Background: an optimization exercise with open tools, aiming at small area. Do not read the settings as production practice. Function was checked by simulation only, so behaviour that the tests miss may differ from the original. The clock port is modelled as an ideal driver; clocking choices that lean on that would not hold on a real chip. No activity file was given, so power comes from the tool's default toggle rates.

## regfile_mp
module regfile_mp #(
  parameter int XLEN = 32,
  parameter int AW   = 5,
  parameter int NRP  = 2
) (
  input  logic                clk,
  input  logic                rst,
  input  logic [NRP*AW-1:0]   rd_addr,
  output logic [NRP*XLEN-1:0] rd_data,
  output logic [NRP-1:0]      rd_ready,
  input  logic                wa_en,
  input  logic [AW-1:0]       wa_addr,
  input  logic [XLEN-1:0]     wa_data,
  input  logic                wb_en,
  input  logic [AW-1:0]       wb_addr,
  input  logic [XLEN-1:0]     wb_data,
  input  logic                claim_en,
  input  logic [AW-1:0]       claim_addr,
  output logic [AW:0]         pend_cnt
);
  localparam int NREG = 1 << AW;
  logic [XLEN-1:0] st   [1:NREG-1];    
  logic [XLEN-1:0] st_n [1:NREG-1];
  logic [NREG-1:1] valid;
  logic [NREG-1:1] pending;
  logic            ph;
  logic [NREG-1:1] sa, sb, hold, rel, clm;
  logic [XLEN-1:0] wa_x, wb_x;
  logic            wb_en_only;
  function automatic logic [3:0] pre_lo_n(input logic [AW-1:0] a);
    for (int j = 0; j < 4; j++) pre_lo_n[j] = !(a[1:0] == j);
  endfunction
  ...
Settings: LEC_CHECK=0, CAP_MARGIN=20, CORE_MARGIN=2, CORE_UTILIZATION=40, CTS_BUF_LIST=sky130_fd_sc_hd__clkbuf_16, CTS_CLUSTER_DIAMETER=100, CTS_CLUSTER_SIZE=22, SLEW_MARGIN=20, SYNTH_HIERARCHICAL=1; clock period 8.0 ns.
standard.sh (not shown) runs the stock make flow with config.mk's settings and CLKGATE_MAP_FILE= SYNTH_SCRIPT=/design/flow/synth_recipe.tcl, a recipe that flattens the netlist after the stock synthesis.
==> flow/flow/run.sh <==
#!/bin/bash
# Own layout flow: the standard flow (standard.sh, unchanged synthesis) with two changes:
#  - the port buffers are buf_1 cells (BUFFER_PORTS_ARGS);
#  - before each physical step, flow/hook.tcl marks logic cells of drive 2 and up and buffers
#    above buf_2 don't-use, so repair and rebuffering build from small cells.
# make's full output goes to flow_synth.log and flow_layout.log here; ORFS keeps each step's
# own log under orfs/logs.
set -euo pipefail
H="$PWD/flow/hook.tcl"
bash standard.sh synth > flow_synth.log 2>&1
bash standard.sh \
  "BUFFER_PORTS_ARGS=-buffer_cell sky130_fd_sc_hd__buf_1" \
  "PRE_FLOORPLAN_TCL=$H" "PRE_GLOBAL_PLACE_TCL=$H" "PRE_RESIZE_TCL=$H" \
  "PRE_DETAIL_PLACE_TCL=$H" "PRE_REPAIR_TIMING_POST_PLACE_TCL=$H" "PRE_CTS_TCL=$H" \
  "PRE_GLOBAL_ROUTE_TCL=$H" "PRE_DETAIL_ROUTE_TCL=$H" \
  finish > flow_layout.log 2>&1
Other scripts of this flow, unchanged in this note and not shown: flow/flow/hook.tcl
Change:
==> flow/flow/run.sh (replaced) <==
#!/bin/bash
# Own layout flow: the standard flow (standard.sh, unchanged synthesis) with these changes:
#  - the port buffers are buf_1 cells (BUFFER_PORTS_ARGS);
#  - before each physical step, flow/hook.tcl marks logic cells of drive 2 and up and buffers
#    above buf_2 don't-use, so repair and rebuffering build from small cells;
set -euo pipefail
H="$PWD/flow/hook.tcl"
bash standard.sh synth > flow_synth.log 2>&1
bash standard.sh \
  "BUFFER_PORTS_ARGS=-buffer_cell sky130_fd_sc_hd__buf_1" \
  "CTS_ARGS=-sink_clustering_enable -repair_clock_nets -sink_clustering_size 28 -sink_clustering_max_diameter 100 -buf_list sky130_fd_sc_hd__clkbuf_16 -dont_use_dummy_load" \
  "PRE_FLOORPLAN_TCL=$H" "PRE_GLOBAL_PLACE_TCL=$H" "PRE_RESIZE_TCL=$H" \
  "PRE_DETAIL_PLACE_TCL=$H" "PRE_REPAIR_TIMING_POST_PLACE_TCL=$H" "PRE_CTS_TCL=$H" \
  "PRE_GLOBAL_ROUTE_TCL=$H" "PRE_DETAIL_ROUTE_TCL=$H" \
  finish > flow_layout.log 2>&1
- CTS_CLUSTER_SIZE: 22 -> 28
Synthesized cell count is unchanged.
Routed wire length shrinks slightly.
Core utilization shrinks by 0.36 points.
Maximum frequency grows slightly.
Change:
--- a/flow/flow/run.sh
+++ b/flow/flow/run.sh
@@ -10,3 +10,3 @@
   "BUFFER_PORTS_ARGS=-buffer_cell sky130_fd_sc_hd__buf_1" \
-  "CTS_ARGS=-sink_clustering_enable -repair_clock_nets -sink_clustering_size 28 -sink_clustering_max_diameter 100 -buf_list sky130_fd_sc_hd__clkbuf_16 -dont_use_dummy_load" \
+  "CTS_ARGS=-sink_clustering_enable -repair_clock_nets -sink_clustering_size 25 -sink_clustering_max_diameter 100 -buf_list sky130_fd_sc_hd__clkbuf_16 -dont_use_dummy_load" \
   "PRE_FLOORPLAN_TCL=$H" "PRE_GLOBAL_PLACE_TCL=$H" "PRE_RESIZE_TCL=$H" \
- CTS_CLUSTER_SIZE: 28 -> 25
What happened: The new run went through all stages and came out clean. Total power rose by 0.99%. Design area barely changes. Synthesized cell count stays the same. Area after synthesis is unchanged. Utilization rose by 0.11 points. Sequential cell count does not change. Clock-buffer cell count rose by 5. Clock skew fell by 9.3 ps. Clock power rose by about 5%. Hold slack degrades by 9.7 ps. Combinational power barely changes.

* * *

## wip/garnet
Another version of the RTL of regfile_mp (not shown whole).
Size in the first run: roughly 3,700 cells after synthesis, ~1,100 flip-flops, about 44,000 um2 of cells after synthesis.
clock: 8.0 ns
lec_check: 0
cap_margin: 20
core_margin: 2
core_utilization: 40
cts_buf_list: sky130_fd_sc_hd__clkbuf_16
cts_cluster_diameter: 100
cts_cluster_size: 30
slew_margin: 20
synth_hierarchical: 1
==> flow/flow/run.sh <==
#!/bin/bash
# Own layout flow: the standard flow (standard.sh, unchanged synthesis) with these changes:
#  - the port buffers are buf_1 cells (BUFFER_PORTS_ARGS);
#  - before each physical step, flow/hook.tcl marks logic cells of drive 2 and up and buffers
#    above buf_2 don't-use, so repair and rebuffering build from small cells;
set -euo pipefail
H="$PWD/flow/hook.tcl"
bash standard.sh synth > flow_synth.log 2>&1
bash standard.sh \
  "BUFFER_PORTS_ARGS=-buffer_cell sky130_fd_sc_hd__buf_1" \
  "CTS_ARGS=-sink_clustering_enable -repair_clock_nets -sink_clustering_size 30 -sink_clustering_max_diameter 100 -buf_list sky130_fd_sc_hd__clkbuf_16 -dont_use_dummy_load" \
  "PRE_FLOORPLAN_TCL=$H" "PRE_GLOBAL_PLACE_TCL=$H" "PRE_RESIZE_TCL=$H" \
  "PRE_DETAIL_PLACE_TCL=$H" "PRE_REPAIR_TIMING_POST_PLACE_TCL=$H" "PRE_CTS_TCL=$H" \
  "PRE_GLOBAL_ROUTE_TCL=$H" "PRE_DETAIL_ROUTE_TCL=$H" \
  finish > flow_layout.log 2>&1
Other scripts of this flow, unchanged in this note and not shown: flow/flow/hook.tcl
wip/garnet | stages: all done | timing, DRC, antenna: all pass
diff inputs: wip/garnet => wip/delta
# wip/garnet
export LEC_CHECK = 0
export CAP_MARGIN = 20
export CORE_MARGIN = 2
export CORE_UTILIZATION = 40
export CTS_BUF_LIST = sky130_fd_sc_hd__clkbuf_16
export CTS_CLUSTER_DIAMETER = 100
export CTS_CLUSTER_SIZE = 30
export SLEW_MARGIN = 20
export SYNTH_HIERARCHICAL = 1
create_clock -name core_clock -period 8.0 [get_ports {clk}]
# wip/delta
export LEC_CHECK = 0
export CAP_MARGIN = 20
export CORE_MARGIN = 2
export CORE_UTILIZATION = 40
export CTS_BUF_LIST = sky130_fd_sc_hd__clkbuf_16
export CTS_CLUSTER_DIAMETER = 100
export CTS_CLUSTER_SIZE = 28
export SLEW_MARGIN = 20
export SYNTH_HIERARCHICAL = 1
create_clock -name core_clock -period 8.0 [get_ports {clk}]
-- flow/flow/run.sh --
<<< wip/garnet, line 11
  "CTS_ARGS=-sink_clustering_enable -repair_clock_nets -sink_clustering_size 30 -sink_clustering_max_diameter 100 -buf_list sky130_fd_sc_hd__clkbuf_16 -dont_use_dummy_load" \
>>> wip/delta, line 11
  "CTS_ARGS=-sink_clustering_enable -repair_clock_nets -sink_clustering_size 28 -sink_clustering_max_diameter 100 -buf_list sky130_fd_sc_hd__clkbuf_16 -dont_use_dummy_load" \
[summary]
- On routed length on met2, wip/garnet and wip/delta are neck and neck.
- Diff wip/garnet -> wip/delta: clock-pin slew of the registers on the worst-case setup and hold paths decreased by 0.05 ns relative to the old numbers; first-pass GRT wire length stayed essentially flat.
- Compared with wip/garnet, wip/delta is hungrier on power.
- wip/delta vs. wip/garnet: proportion of power drawn by the clock network now sits higher; average wire per cell in the routed design ~0 delta; via count increased 0.50%.
- wip/delta falls short of wip/garnet in register-to-register slack.
- Hold slack in wip/delta is 0.0045 ns below wip/garnet.
- Taking wip/garnet as the reference, in wip/delta total power per unit cell area essentially unchanged, post-layout instance area barely changed.
Here is what was changed in the inputs of wip/indigo compared with wip/delta.
# wip/delta
export LEC_CHECK = 0
export CAP_MARGIN = 20
export CORE_MARGIN = 2
export CORE_UTILIZATION = 40
export CTS_BUF_LIST = sky130_fd_sc_hd__clkbuf_16
export CTS_CLUSTER_DIAMETER = 100
export CTS_CLUSTER_SIZE = 28
export SLEW_MARGIN = 20
export SYNTH_HIERARCHICAL = 1
create_clock -name core_clock -period 8.0 [get_ports {clk}]
# wip/indigo
export LEC_CHECK = 0
export CAP_MARGIN = 20
export CORE_MARGIN = 2
export CORE_UTILIZATION = 40
export CTS_BUF_LIST = sky130_fd_sc_hd__clkbuf_16
export CTS_CLUSTER_DIAMETER = 100
export CTS_CLUSTER_SIZE = 25
export SLEW_MARGIN = 20
export SYNTH_HIERARCHICAL = 1
create_clock -name core_clock -period 8.0 [get_ports {clk}]
-- flow/flow/run.sh --
<<< wip/delta, line 11
  "CTS_ARGS=-sink_clustering_enable -repair_clock_nets -sink_clustering_size 28 -sink_clustering_max_diameter 100 -buf_list sky130_fd_sc_hd__clkbuf_16 -dont_use_dummy_load" \
>>> wip/indigo, line 11
  "CTS_ARGS=-sink_clustering_enable -repair_clock_nets -sink_clustering_size 25 -sink_clustering_max_diameter 100 -buf_list sky130_fd_sc_hd__clkbuf_16 -dont_use_dummy_load" \
==> run notes <==
Result for wip/indigo and wip/delta: all clean. [compare] base=wip/delta new=wip/indigo: clock group power shows an increase of about 3%, utilization shows no meaningful change. wip/indigo against wip/delta: first-iteration DRC count -260; total power +83 uW; worst hold margin ~0 delta. Any difference in flip-flop and latch count between wip/indigo and wip/delta is small enough to ignore.

## separate check: timing with driven ports
In the flow no input, the clock included, has a driving cell. The finished layouts below were timed again as built, in two steps.
Step 1 assumes that a clkbuf_16 drives the clock port and a buf_2 every other input.
Step 2, shift: input delay + t, output delay - t, t = (earliest + latest rising clock arrival at the registers) / 2. This alone moves slack from input paths to output paths.
a / b / c = no drivers / after step 1 / after step 2; a / b = the first two.
run | t, ns | setup slack, ns | worst slew at a driven data input, ns | cell pins on the clock port's net
the first run of note 1 | 0.800 | 0.425 / 0.369 / 0.369 | 0.10 | 1
the second run of note 1 | 0.752 | 0.477 / 0.416 / 0.416 | 0.09 | 1
the third run of note 1 | 0.765 | 0.464 / 0.412 / 0.412 | 0.09 | 1
wip/garnet | 0.740 | 0.814 / 0.790 / 0.790 | 0.04 | 1
wip/delta | 0.736 | 0.697 / 0.674 / 0.674 | 0.04 | 1
wip/indigo | 0.751 | 0.800 / 0.776 / 0.776 | 0.04 | 1
After both steps every run listed still meets setup and hold. For the second run of note 1, which loses most, drivers alone change the setup slack by -0.061 ns; drivers and shift together by -0.061 ns.
